This is an optimization exercise on Yosys and OpenROAD, whose aim is a short achievable clock period and few clock cycles, not a production implementation.
In this exercise RTL edits were held to simulation tests only and were not proved equivalent to the original.
Power figures rest on the tool's default switching activity, not on a simulated workload.

**flow/config.mk**
```make
export PLATFORM = sky130hd
export DESIGN_NAME = rsc_core
export DESIGN_NICKNAME = rsc_core
export VERILOG_FILES = /design/flow/design.v
export SDC_FILE = /design/flow/constraint.sdc
export NUM_CORES = 4
export LEC_CHECK = 0
export CAP_MARGIN = 20
export CORE_MARGIN = 2
export CORE_UTILIZATION = 40
export SLEW_MARGIN = 20
```
**flow/constraint.sdc**
```tcl
create_clock -name core_clock -period 6.5 [get_ports {i_clk}]
set_input_delay 1.3000 -clock core_clock [delete_from_list [all_inputs] [get_ports {i_clk}]]
set_output_delay 1.3000 -clock core_clock [all_outputs]
set_load 0.01 [all_outputs]
```
**flow/design.v**
```verilog
`default_nettype none
package rsc_pkg;
    typedef logic [16-1:0]    word_t;
    typedef logic [3-1:0] reg_idx_t;
    typedef enum logic [3-1:0] {
        OP_ADD  = 3'd0,
        OP_ADDI = 3'd1,
        OP_NAND = 3'd2,
        OP_LUI  = 3'd3,
        OP_SW   = 3'd4,
        OP_LW   = 3'd5,
        OP_BEQ  = 3'd6,
        OP_JALR = 3'd7
    } opcode_e;
    typedef struct packed {
        logic  valid;
        word_t pc;
        word_t inst;
    } if_id_t;
    typedef struct packed {
        logic     valid;
        word_t    pc;
        opcode_e  opcode;
        reg_idx_t tgt;
        reg_idx_t src1;
        reg_idx_t src2;
        word_t    opnd1;      
        word_t    opnd2;
        word_t    imm;
    } id_ex_t;
    typedef struct packed {
        logic     valid;
        word_t    pc;
        opcode_e  opcode;
        reg_idx_t tgt;
        word_t    alu_result;
        word_t    st_data;
        logic     eq;
        word_t    imm;
    } ex_mem_t;
    typedef struct packed {
        logic     valid;
        reg_idx_t tgt;
        word_t    result;
    } mem_wb_t;
endpackage
`default_nettype wire
`timescale 1ns/1ps
`default_nettype none
module rsc_fetch (
    input  wire logic             i_clk,
    input  wire logic             i_rst,
    input  wire rsc_pkg::word_t   i_inst,
    input  wire logic             i_hold,
    input  wire logic             i_bubble,
    input  wire rsc_pkg::ex_mem_t i_ex_mem,
    input  wire rsc_pkg::id_ex_t  i_id_ex,
    input  wire rsc_pkg::word_t   i_jalr_target,
    output rsc_pkg::word_t        o_pc,
    output rsc_pkg::if_id_t       o_if_id
);
    rsc_pkg::word_t r_pc;           
    rsc_pkg::word_t w_pc_curr;      
    rsc_pkg::word_t w_br_target;
    assign w_br_target = i_ex_mem.pc + 1'b1 + (i_ex_mem.eq ? i_ex_mem.imm : '0);
    always_comb begin
        w_pc_curr = r_pc;
        if (i_ex_mem.valid && i_ex_mem.opcode == rsc_pkg::OP_BEQ) begin
            w_pc_curr = w_br_target;
        end else if (i_id_ex.valid && i_id_ex.opcode == rsc_pkg::OP_JALR) begin
            w_pc_curr = i_jalr_target;   
        end
    end
    assign o_pc = w_pc_curr;
    always_ff @(posedge i_clk) begin
        if (i_rst) begin
            r_pc          <= 16'h0000;
            o_if_id.valid <= 1'b0;
        end else if (!i_hold) begin
            if (i_bubble) begin
                o_if_id.valid <= 1'b0;   
            end else begin
                r_pc    <= w_pc_curr + 1'b1;
                o_if_id.valid <= 1'b1;
                o_if_id.pc    <= w_pc_curr;
                o_if_id.inst  <= i_inst;
            end
        end
    end
endmodule
`default_nettype wire
`timescale 1ns/1ps
`default_nettype none
module rsc_regfile (
    input  wire logic              i_clk,
    input  wire rsc_pkg::reg_idx_t i_rd_idx1,
    input  wire rsc_pkg::reg_idx_t i_rd_idx2,
    output rsc_pkg::word_t         o_rd_data1,
    output rsc_pkg::word_t         o_rd_data2,
    input  wire logic              i_wr_en,
    input  wire rsc_pkg::reg_idx_t i_wr_idx,
    input  wire rsc_pkg::word_t    i_wr_data
);
    rsc_pkg::word_t r_regs [8];
    always_ff @(posedge i_clk) begin
        if (i_wr_en && i_wr_idx != '0) begin
            r_regs[i_wr_idx] <= i_wr_data;
        end
    end
    assign o_rd_data1 = (i_rd_idx1 == '0) ? '0 : r_regs[i_rd_idx1];
    assign o_rd_data2 = (i_rd_idx2 == '0) ? '0 : r_regs[i_rd_idx2];
endmodule
`default_nettype wire
`timescale 1ns/1ps
`default_nettype none
module rsc_decode (
    input  wire logic             i_clk,
    input  wire logic             i_rst,
    input  wire rsc_pkg::if_id_t  i_if_id,
    input  wire logic             i_hold,
    input  wire logic             i_bubble,
    input  wire rsc_pkg::mem_wb_t i_wb,
    output rsc_pkg::reg_idx_t     o_rd_idx1,
    output rsc_pkg::reg_idx_t     o_rd_idx2,
    input  wire rsc_pkg::word_t   i_rd_data1,
    input  wire rsc_pkg::word_t   i_rd_data2,
    output rsc_pkg::id_ex_t       o_id_ex
);
    rsc_pkg::opcode_e  w_opcode;
    rsc_pkg::reg_idx_t w_ra;
    rsc_pkg::reg_idx_t w_rb;
    rsc_pkg::reg_idx_t w_rc;
    rsc_pkg::word_t    w_simm_ext;
    rsc_pkg::word_t    w_limm_ext;
    rsc_pkg::reg_idx_t w_tgt;
    rsc_pkg::reg_idx_t w_src1;
    rsc_pkg::reg_idx_t w_src2;
    rsc_pkg::word_t    w_imm;
    assign w_opcode = rsc_pkg::opcode_e'(i_if_id.inst[13 +: 3]);
    assign w_ra     = i_if_id.inst[10 +: 3];
    assign w_rb     = i_if_id.inst[7 +: 3];
    assign w_rc     = i_if_id.inst[0 +: 3];
    assign w_simm_ext = {{(16 - 7){i_if_id.inst[7-1]}},
                         i_if_id.inst[7-1:0]};
    assign w_limm_ext = {i_if_id.inst[10-1:0], {(16 - 10){1'b0}}};
    always_comb begin
        w_tgt  = '0;
        w_src1 = '0;
        w_src2 = '0;
        w_imm  = '0;
        case (w_opcode)
            rsc_pkg::OP_ADD, rsc_pkg::OP_NAND: begin
                w_tgt  = w_ra;
                w_src1 = w_rb;
                w_src2 = w_rc;
            end
            rsc_pkg::OP_ADDI, rsc_pkg::OP_LW: begin
                w_tgt  = w_ra;
                w_src1 = w_rb;        
                w_imm  = w_simm_ext;
            end
            rsc_pkg::OP_LUI: begin
                w_tgt = w_ra;
                w_imm = w_limm_ext;
            end
            rsc_pkg::OP_SW, rsc_pkg::OP_BEQ: begin
                w_src1 = w_rb;
                w_src2 = w_ra;        
                w_imm  = w_simm_ext;
            end
            rsc_pkg::OP_JALR: begin
                w_tgt  = w_ra;        
                w_src1 = w_rb;
            end
            default: ;
        endcase
    end
    assign o_rd_idx1 = w_src1;
    assign o_rd_idx2 = w_src2;
    always_ff @(posedge i_clk) begin
        if (i_rst) begin
            o_id_ex.valid <= 1'b0;
        end else if (i_hold) begin
            if (i_wb.valid && i_wb.tgt != '0 && i_wb.tgt == o_id_ex.src1)
                o_id_ex.opnd1 <= i_wb.result;
            if (i_wb.valid && i_wb.tgt != '0 && i_wb.tgt == o_id_ex.src2)
                o_id_ex.opnd2 <= i_wb.result;
        end else if (i_bubble) begin
            o_id_ex <= '0;
        end else begin
            o_id_ex.valid  <= i_if_id.valid;
            o_id_ex.pc     <= i_if_id.pc;
            o_id_ex.opcode <= w_opcode;
            o_id_ex.tgt    <= w_tgt;
            o_id_ex.src1   <= w_src1;
            o_id_ex.src2   <= w_src2;
            o_id_ex.opnd1  <= i_rd_data1;
            o_id_ex.opnd2  <= i_rd_data2;
            o_id_ex.imm    <= w_imm;
        end
    end
endmodule
`default_nettype wire
`timescale 1ns/1ps
`default_nettype none
module rsc_execute (
    input  wire logic              i_clk,
    input  wire logic              i_rst,
    input  wire rsc_pkg::id_ex_t   i_id_ex,
    input  wire logic              i_bubble,
    input  wire rsc_pkg::word_t    i_mem_result,
    input  wire rsc_pkg::reg_idx_t i_mem_tgt,       
    input  wire rsc_pkg::mem_wb_t  i_wb,
    output rsc_pkg::word_t         o_jalr_target,
    output rsc_pkg::ex_mem_t       o_ex_mem
);
    rsc_pkg::word_t w_opnd1;
    rsc_pkg::word_t w_opnd2;
    rsc_pkg::word_t w_alu_a;
    rsc_pkg::word_t w_alu_b;
    rsc_pkg::word_t w_alu_out;
    logic           w_alu_nand;
    logic           w_alu_eq;
    function automatic rsc_pkg::word_t fwd_operand(input rsc_pkg::reg_idx_t src,
                                                   input rsc_pkg::word_t    rd_val);
        if (src == 3'd0)
            fwd_operand = 16'h0000;
        else if (o_ex_mem.valid && o_ex_mem.tgt == src)
            fwd_operand = o_ex_mem.alu_result;
        else if (i_mem_tgt == src)
            fwd_operand = i_mem_result;
        else if (i_wb.valid && i_wb.tgt == src)
            fwd_operand = i_wb.result;
        else
            fwd_operand = rd_val;
    endfunction
    always_comb begin
        w_opnd1 = fwd_operand(i_id_ex.src1, i_id_ex.opnd1);
        w_opnd2 = fwd_operand(i_id_ex.src2, i_id_ex.opnd2);
    end
    assign o_jalr_target = w_opnd1;
    always_comb begin
        w_alu_nand = 1'b0;
        w_alu_a    = w_opnd1;
        w_alu_b    = w_opnd2;               
        case (i_id_ex.opcode)
            rsc_pkg::OP_ADDI, rsc_pkg::OP_LUI,
            rsc_pkg::OP_SW, rsc_pkg::OP_LW: w_alu_b = i_id_ex.imm;
            rsc_pkg::OP_NAND: w_alu_nand = 1'b1;
            rsc_pkg::OP_JALR: begin
                w_alu_a = i_id_ex.pc + 1'b1;   
                w_alu_b = '0;
            end
            default: ;
        endcase
    end
    assign w_alu_out = w_alu_nand ? ~(w_alu_a & w_alu_b) : (w_alu_a + w_alu_b);
    assign w_alu_eq  = (w_alu_a == w_alu_b);
    always_ff @(posedge i_clk) begin
        if (i_rst) begin
            o_ex_mem.valid <= 1'b0;
        end else if (i_bubble) begin
            o_ex_mem <= '0;
        end else begin
            o_ex_mem.valid      <= i_id_ex.valid;
            o_ex_mem.pc         <= i_id_ex.pc;
            o_ex_mem.opcode     <= i_id_ex.opcode;
            o_ex_mem.tgt        <= i_id_ex.tgt;
            o_ex_mem.alu_result <= w_alu_out;
            o_ex_mem.st_data    <= w_opnd2;
            o_ex_mem.eq         <= w_alu_eq;
            o_ex_mem.imm        <= i_id_ex.imm;
        end
    end
endmodule
`default_nettype wire
`timescale 1ns/1ps
`default_nettype none
module rsc_mem_wb (
    input  wire logic             i_clk,
    input  wire logic             i_rst,
    input  wire rsc_pkg::ex_mem_t i_ex_mem,
    input  wire rsc_pkg::word_t   i_mem_rd_data,
    output rsc_pkg::word_t        o_mem_addr,
    output rsc_pkg::word_t        o_mem_wr_data,
    output logic                  o_mem_wr_en,
    output rsc_pkg::word_t        o_mem_result,
    output rsc_pkg::reg_idx_t     o_mem_tgt,
    output logic                  o_reg_wr_en,
    output rsc_pkg::mem_wb_t      o_wb
);
    rsc_pkg::mem_wb_t r_mem;        
    logic             r_mem_load;
    assign o_mem_addr    = i_ex_mem.alu_result;
    assign o_mem_wr_data = i_ex_mem.st_data;
    assign o_mem_wr_en   = i_ex_mem.valid && i_ex_mem.opcode == rsc_pkg::OP_SW;
    always_ff @(posedge i_clk) begin
        if (i_rst) begin
            r_mem.valid <= 1'b0;
            r_mem_load  <= 1'b0;
            o_wb.valid  <= 1'b0;
        end else begin
            r_mem.valid  <= i_ex_mem.valid;
            r_mem.tgt    <= i_ex_mem.tgt;
            r_mem.result <= i_ex_mem.alu_result;
            r_mem_load <= i_ex_mem.valid && i_ex_mem.opcode == rsc_pkg::OP_LW;
            o_wb.valid  <= r_mem.valid;
            o_wb.tgt    <= r_mem.tgt;
            o_wb.result <= o_mem_result;
        end
    end
    assign o_mem_result = r_mem_load ? i_mem_rd_data : r_mem.result;
    assign o_mem_tgt    = r_mem.valid ? r_mem.tgt : '0;
    assign o_reg_wr_en  = r_mem.valid && r_mem.tgt != '0;
endmodule
`default_nettype wire
`timescale 1ns/1ps
`default_nettype none
module rsc_hazard_ctrl (
    input  wire logic             i_clk,
    input  wire logic             i_rst,
    input  wire rsc_pkg::if_id_t  i_if_id,
    input  wire rsc_pkg::id_ex_t  i_id_ex,
    input  wire rsc_pkg::ex_mem_t i_ex_mem,
    output logic                  o_hold_fetch,
    output logic                  o_bubble_fetch,
    output logic                  o_hold_decode,
    output logic                  o_bubble_decode,
    output logic                  o_bubble_exec
);
    rsc_pkg::opcode_e w_if_opcode;
    logic             w_stall_fetch;
    logic             w_stall_decode;
    logic             w_stall_exec;
    assign w_if_opcode = rsc_pkg::opcode_e'(i_if_id.inst[13 +: 3]);
    assign w_stall_fetch  = i_if_id.valid && (w_if_opcode == rsc_pkg::OP_BEQ ||
                                              w_if_opcode == rsc_pkg::OP_JALR);
    assign w_stall_decode = i_id_ex.valid && i_id_ex.opcode == rsc_pkg::OP_BEQ;
    assign w_stall_exec = i_ex_mem.valid && i_id_ex.valid &&
                          i_ex_mem.opcode == rsc_pkg::OP_LW && i_ex_mem.tgt != '0 &&
                          (i_ex_mem.tgt == i_id_ex.src1 || i_ex_mem.tgt == i_id_ex.src2);
    assign o_bubble_exec   = w_stall_exec;
    assign o_hold_decode   = w_stall_exec;
    assign o_bubble_decode = w_stall_decode;
    assign o_hold_fetch    = w_stall_decode || w_stall_exec;
    assign o_bubble_fetch  = w_stall_fetch;
endmodule
`default_nettype wire
`timescale 1ns/1ps
`default_nettype none
module rsc_core (
    input  wire logic           i_clk,
    input  wire logic           i_rst,
    input  wire rsc_pkg::word_t i_inst,
    output rsc_pkg::word_t      o_pc,
    input  wire rsc_pkg::word_t i_mem_rd_data,
    output rsc_pkg::word_t      o_mem_addr,
    output rsc_pkg::word_t      o_mem_wr_data,
    output logic                o_mem_wr_en
);
    rsc_pkg::if_id_t   w_if_id;
    rsc_pkg::id_ex_t   w_id_ex;
    rsc_pkg::ex_mem_t  w_ex_mem;
    rsc_pkg::mem_wb_t  w_wb;
    rsc_pkg::reg_idx_t w_rd_idx1;
    rsc_pkg::reg_idx_t w_rd_idx2;
    rsc_pkg::word_t    w_rd_data1;
    rsc_pkg::word_t    w_rd_data2;
    logic              w_reg_wr_en;
    rsc_pkg::word_t    w_mem_result;
    rsc_pkg::reg_idx_t w_mem_tgt;
    rsc_pkg::word_t    w_jalr_target;
    logic              w_hold_fetch;
    logic              w_bubble_fetch;
    logic              w_hold_decode;
    logic              w_bubble_decode;
    logic              w_bubble_exec;
    rsc_fetch u_fetch (
        .i_clk         (i_clk),
        .i_rst         (i_rst),
        .i_inst        (i_inst),
        .i_hold        (w_hold_fetch),
        .i_bubble      (w_bubble_fetch),
        .i_ex_mem      (w_ex_mem),
        .i_id_ex       (w_id_ex),
        .i_jalr_target (w_jalr_target),
        .o_pc          (o_pc),
        .o_if_id       (w_if_id)
    );
    rsc_decode u_decode (
        .i_clk      (i_clk),
        .i_rst      (i_rst),
        .i_if_id    (w_if_id),
        .i_hold     (w_hold_decode),
        .i_bubble   (w_bubble_decode),
        .i_wb       (w_wb),
        .o_rd_idx1  (w_rd_idx1),
        .o_rd_idx2  (w_rd_idx2),
        .i_rd_data1 (w_rd_data1),
        .i_rd_data2 (w_rd_data2),
        .o_id_ex    (w_id_ex)
    );
    rsc_regfile u_regfile (
        .i_clk      (i_clk),
        .i_rd_idx1  (w_rd_idx1),
        .i_rd_idx2  (w_rd_idx2),
        .o_rd_data1 (w_rd_data1),
        .o_rd_data2 (w_rd_data2),
        .i_wr_en    (w_reg_wr_en),
        .i_wr_idx   (w_mem_tgt),
        .i_wr_data  (w_mem_result)
    );
    rsc_execute u_execute (
        .i_clk         (i_clk),
        .i_rst         (i_rst),
        .i_id_ex       (w_id_ex),
        .i_bubble      (w_bubble_exec),
        .i_mem_result  (w_mem_result),
        .i_mem_tgt     (w_mem_tgt),
        .i_wb          (w_wb),
        .o_jalr_target (w_jalr_target),
        .o_ex_mem      (w_ex_mem)
    );
    rsc_mem_wb u_mem_wb (
        .i_clk         (i_clk),
        .i_rst         (i_rst),
        .i_ex_mem      (w_ex_mem),
        .i_mem_rd_data (i_mem_rd_data),
        .o_mem_addr    (o_mem_addr),
        .o_mem_wr_data (o_mem_wr_data),
        .o_mem_wr_en   (o_mem_wr_en),
        .o_mem_result  (w_mem_result),
        .o_mem_tgt     (w_mem_tgt),
        .o_reg_wr_en   (w_reg_wr_en),
        .o_wb          (w_wb)
    );
    rsc_hazard_ctrl u_hazard_ctrl (
        .i_clk           (i_clk),
        .i_rst           (i_rst),
        .i_if_id         (w_if_id),
        .i_id_ex         (w_id_ex),
        .i_ex_mem        (w_ex_mem),
        .o_hold_fetch    (w_hold_fetch),
        .o_bubble_fetch  (w_bubble_fetch),
        .o_hold_decode   (w_hold_decode),
        .o_bubble_decode (w_bubble_decode),
        .o_bubble_exec   (w_bubble_exec)
    );
endmodule
`default_nettype wire
```
**flow/run.sh**
```bash
#!/bin/bash
# synth_recipe.tcl (not shown) runs the flow's synth.tcl, then flattens the netlist and writes it again
# the make line also repeats each setting of config.mk as NAME=value (left out here)
make -C /OpenROAD-flow-scripts/flow DESIGN_CONFIG=/design/flow/config.mk WORK_HOME=/design/flow/orfs CLKGATE_MAP_FILE= SYNTH_SCRIPT=/design/flow/synth_recipe.tcl finish
```
==> flow_summary.toml <==
[drt]
drc = 0
dr.pass1.iters = 5
vias = 12949
wl_per_cell_microns = 24.2
routed_wl_microns = 54800
ant_nets = 0
avgViaCountPerCell = 5.72
drt_iter0_drc = 1279

[sta]
fmax_ghz = 0.170
finClkSkew_ns = 0.0234
grt_setup_unrepaired = "false"
fin_crit_sh = 0.907
timing.hold.ws_ns = 0.500
fin_crit_ns = 5.90
finalSetupTns_ns = 0
setup_viol = 0
slew_violations = 0
tightestPinTransition_ns = 1.05
finalHoldViolCount = 0
maxSlewHeadroom = 0.292

[synth]
synth_edf_count = 329
yosys.area.top_type_share = 0.537
synth_area_per_cell_sq_um = 11.5
ys_types = 81
synthCells = 1598
yosysMostFrequentCell = "edfxtp_1"
synth_area_leaders = "edfxtp_1 (54%), mux2i_1 (3.7%), a21oi_1 (3.5%), nand2_1 (3.4%), dfxtp_1 (2.4%)"
yosysWarnings = 5
syn_area_sq_mm = 0.0184
synth.largest_area_cell = "edfxtp_1"
ys_top_cells_by_count = "edfxtp_1 (329), nand2_1 (167), a21oi_1 (127)"
synth-seq-cells = 351
syn_nets = 1667
async_flop_share = 0
synthFlopType = "edfxtp_1"
ys_seq_area_frac = 0.560

[floorplan]
std_cell_rows = 78
fp.dieH_microns = 219
io_pins = 83
start_util = 0.406
core-area_sq_mm = 0.0454
die_area_sq_mm = 0.0478
die_x_microns = 219

[clock_network]
cts.clk_slew.worst_paths_ns = 0.06
cts_tree = "yes"
insertion_delay_ns = 0.58
cts_setup_buffers = 0
cts-root-buf = "clkbuf_16"
post_cts_resized = 0
hold_buffers = 0
clockBufferDepth = 3
cts_sinks = 351
cts_buffers = 40
htree_levels = 2

[grt]
grtUsageTotal = 0.230
grt_max_degree = 67
grt_pass1_wl_microns = 80700
grt_pass1_vias = 12629
grt-ovfl-total = 0
antenna_found_initial = 0

[worst_setup_path]
crit_path_end_kind = "primary output"
required_ns = 5.20
cp_max_fo = 16
criticalPathCategory = "reg -> out"
critPathLaunchType = "flop"
arrival_ns = 4.60

[placement]
io_buffers = 82
dp.final_hpwl_microns = 38100
gp_congestion = 0.945

[finish]
syn2layout_area_growth_pct = 13.9
diodes = 0
drive_gt1_frac = 0.108
nets = 1702
fill_cells = 4103

[power_and_ir_drop]
ir_drop_mv = 0.206
power.leakage_nw = 7.74
power.density_mw_per_mm2 = 292

[flow_run]
maxCapViolCount = 0

[min_path]
hold_path_class = "reg -> reg"

[outcome]
status = "timing/DRC/antenna clean"
[final timing paths]
kind / startpoint / endpoint / slack [ns] / depth (start not counted)
hold reg to reg: u_fetch.r_pc[3] / u_fetch.r_pc[3] / 0.50 / 2
hold / removal: u_fetch.r_pc[3] / u_fetch.r_pc[3] / 0.50 / 2
setup / recovery: u_execute.o_ex_mem[16] / o_pc[15] / 0.60 / 12
setup reg to reg: u_mem_wb.r_mem[17] / u_execute.o_ex_mem[48] / 1.46 / 15
[stage by stage]
stage | area (sq um) | util | setup WS [ns] | power [W] | cells
after floorplan | 18400 | - | 1.00 | 0.00350 | 1598
after global placement | 19700 | 0.434 | 1.13 | 0.00389 | 2191
after detailed placement | 19700 | 0.434 | 0.999 | 0.00390 | 2191
after CTS | 21000 | 0.462 | 0.649 | 0.00616 | 2262
after global routing | 21000 | 0.462 | 0.360 | 0.00634 | 2262
final | 21000 | 0.462 | 0.604 | 0.00612 | 2262
[placed cells by master (no fill, tap or decap), types with 18 or more instances in the layout]
cell type,Yosys,final
mux2i_1,68,68
buf_4,33,31
nor2_1,113,108
nor2b_1,63,63
a22o_1,21,21
xnor2_1,45,45
o22ai_1,18,18
edfxtp_1,329,329
nand3_1,21,21
ha_1,34,34
o21ai_0,73,72
nand2_1,167,166
o211ai_1,28,28
a21oi_1,127,125
mux2_2,33,33
clkbuf_16,0,40
xor2_1,21,21
and2_1,40,39
dfxtp_1,22,22
clkdlybuf4s50_1,0,82
inv_1,38,37
[worst max-delay path, cell delays in order (launching register included)]
cell and delay, ns:
edfxtp_1 0.70, nand2_1 0.17, inv_1 0.09, ha_1 0.22, nor2b_1 0.15, o31ai_1 0.51
a211oi_1 0.20, or3_1 0.45, a31o_2 0.26, a21oi_1 0.17, xnor2_1 0.08, a21oi_1 0.37
clkdlybuf4s50_1 0.62
[registers in the layout, indices dropped and copies added, names as in the netlist]
name / count
u_mem_wb.r_mem: 20
u_regfile.r_regs: 112
u_decode.o_id_ex: 77
u_mem_wb.o_wb: 20
u_mem_wb.r_mem_load: 1
u_execute.o_ex_mem: 72
u_fetch.r_pc: 16
u_fetch.o_if_id: 33
[per-layer routing]
metal | up-vias | share of wire | global-route usage | wire length [microns]
li1 | 5985 | - | - | -
met1 | 6350 | 0.42 | 0.296 | 22700
met2 | 505 | 0.49 | 0.384 | 26600
met3 | 109 | 0.062 | 0.0322 | 3370
met4 | 0 | 0.038 | 0.102 | 2070
met5 | - | 0 | 0 | 0
[report_power, final]
part / internal, W / switching, W
clock: 0.00133 / 0.000930
sequential: 0.00270 / 0.000157
combinational: 0.000410 / 0.000592
[final cells by class]
cell class / count / area, sq um / share of cell area
clock buffer: 49 / 1030 / 0.0493
clock inverter: 22 / 256 / 0.0122
inverter: 39 / 149 / 0.00710
multi-input combinational: 1088 / 7410 / 0.353
sequential: 351 / 10300 / 0.492
tap: 600 / 751 / 0.0358
timing repair buffer: 113 / 1050 / 0.0502
[kinds of logic (layout without fill, tap and decap cells)]
group | count (synthesis) | count (layout) | share of synthesized area
compound gates | 381 | 381 | 0.134
xor+xnor | 66 | 66 | 0.0314
fa+ha+maj | 35 | 35 | 0.0242
buf+inv | 159 | 223 | 0.0406
flops | 351 | 351 | 0.560
mux | 118 | 118 | 0.0779
simple gates | 488 | 488 | 0.131
Testbench counts, summed over its fixed seeds: cycles 70,234.

static timing again, ports no longer ideal:
Ports are ideal in the flow. The routed layout listed here was re-timed in OpenROAD. Step 1: set_driving_cell puts a clkbuf_16 on i_clk and a buf_2 on each other input, an assumption about the parent block. Step 2 also shifts input and output timing later by t, the mid clock arrival at the registers, as if the neighbouring blocks saw the same clock. Slacks: ideal ports / drivers / drivers and shift; pairs: ideal ports / drivers.
t (ns): 0.629
slack for setup (ns): 0.604 / 0.546 / 0.968
latest minus earliest clock arrival (ns): 0.026 / 0.026
After both steps this run still meets setup and hold. For this run, drivers alone change the setup slack by -0.058 ns; drivers and shift together by +0.364 ns.
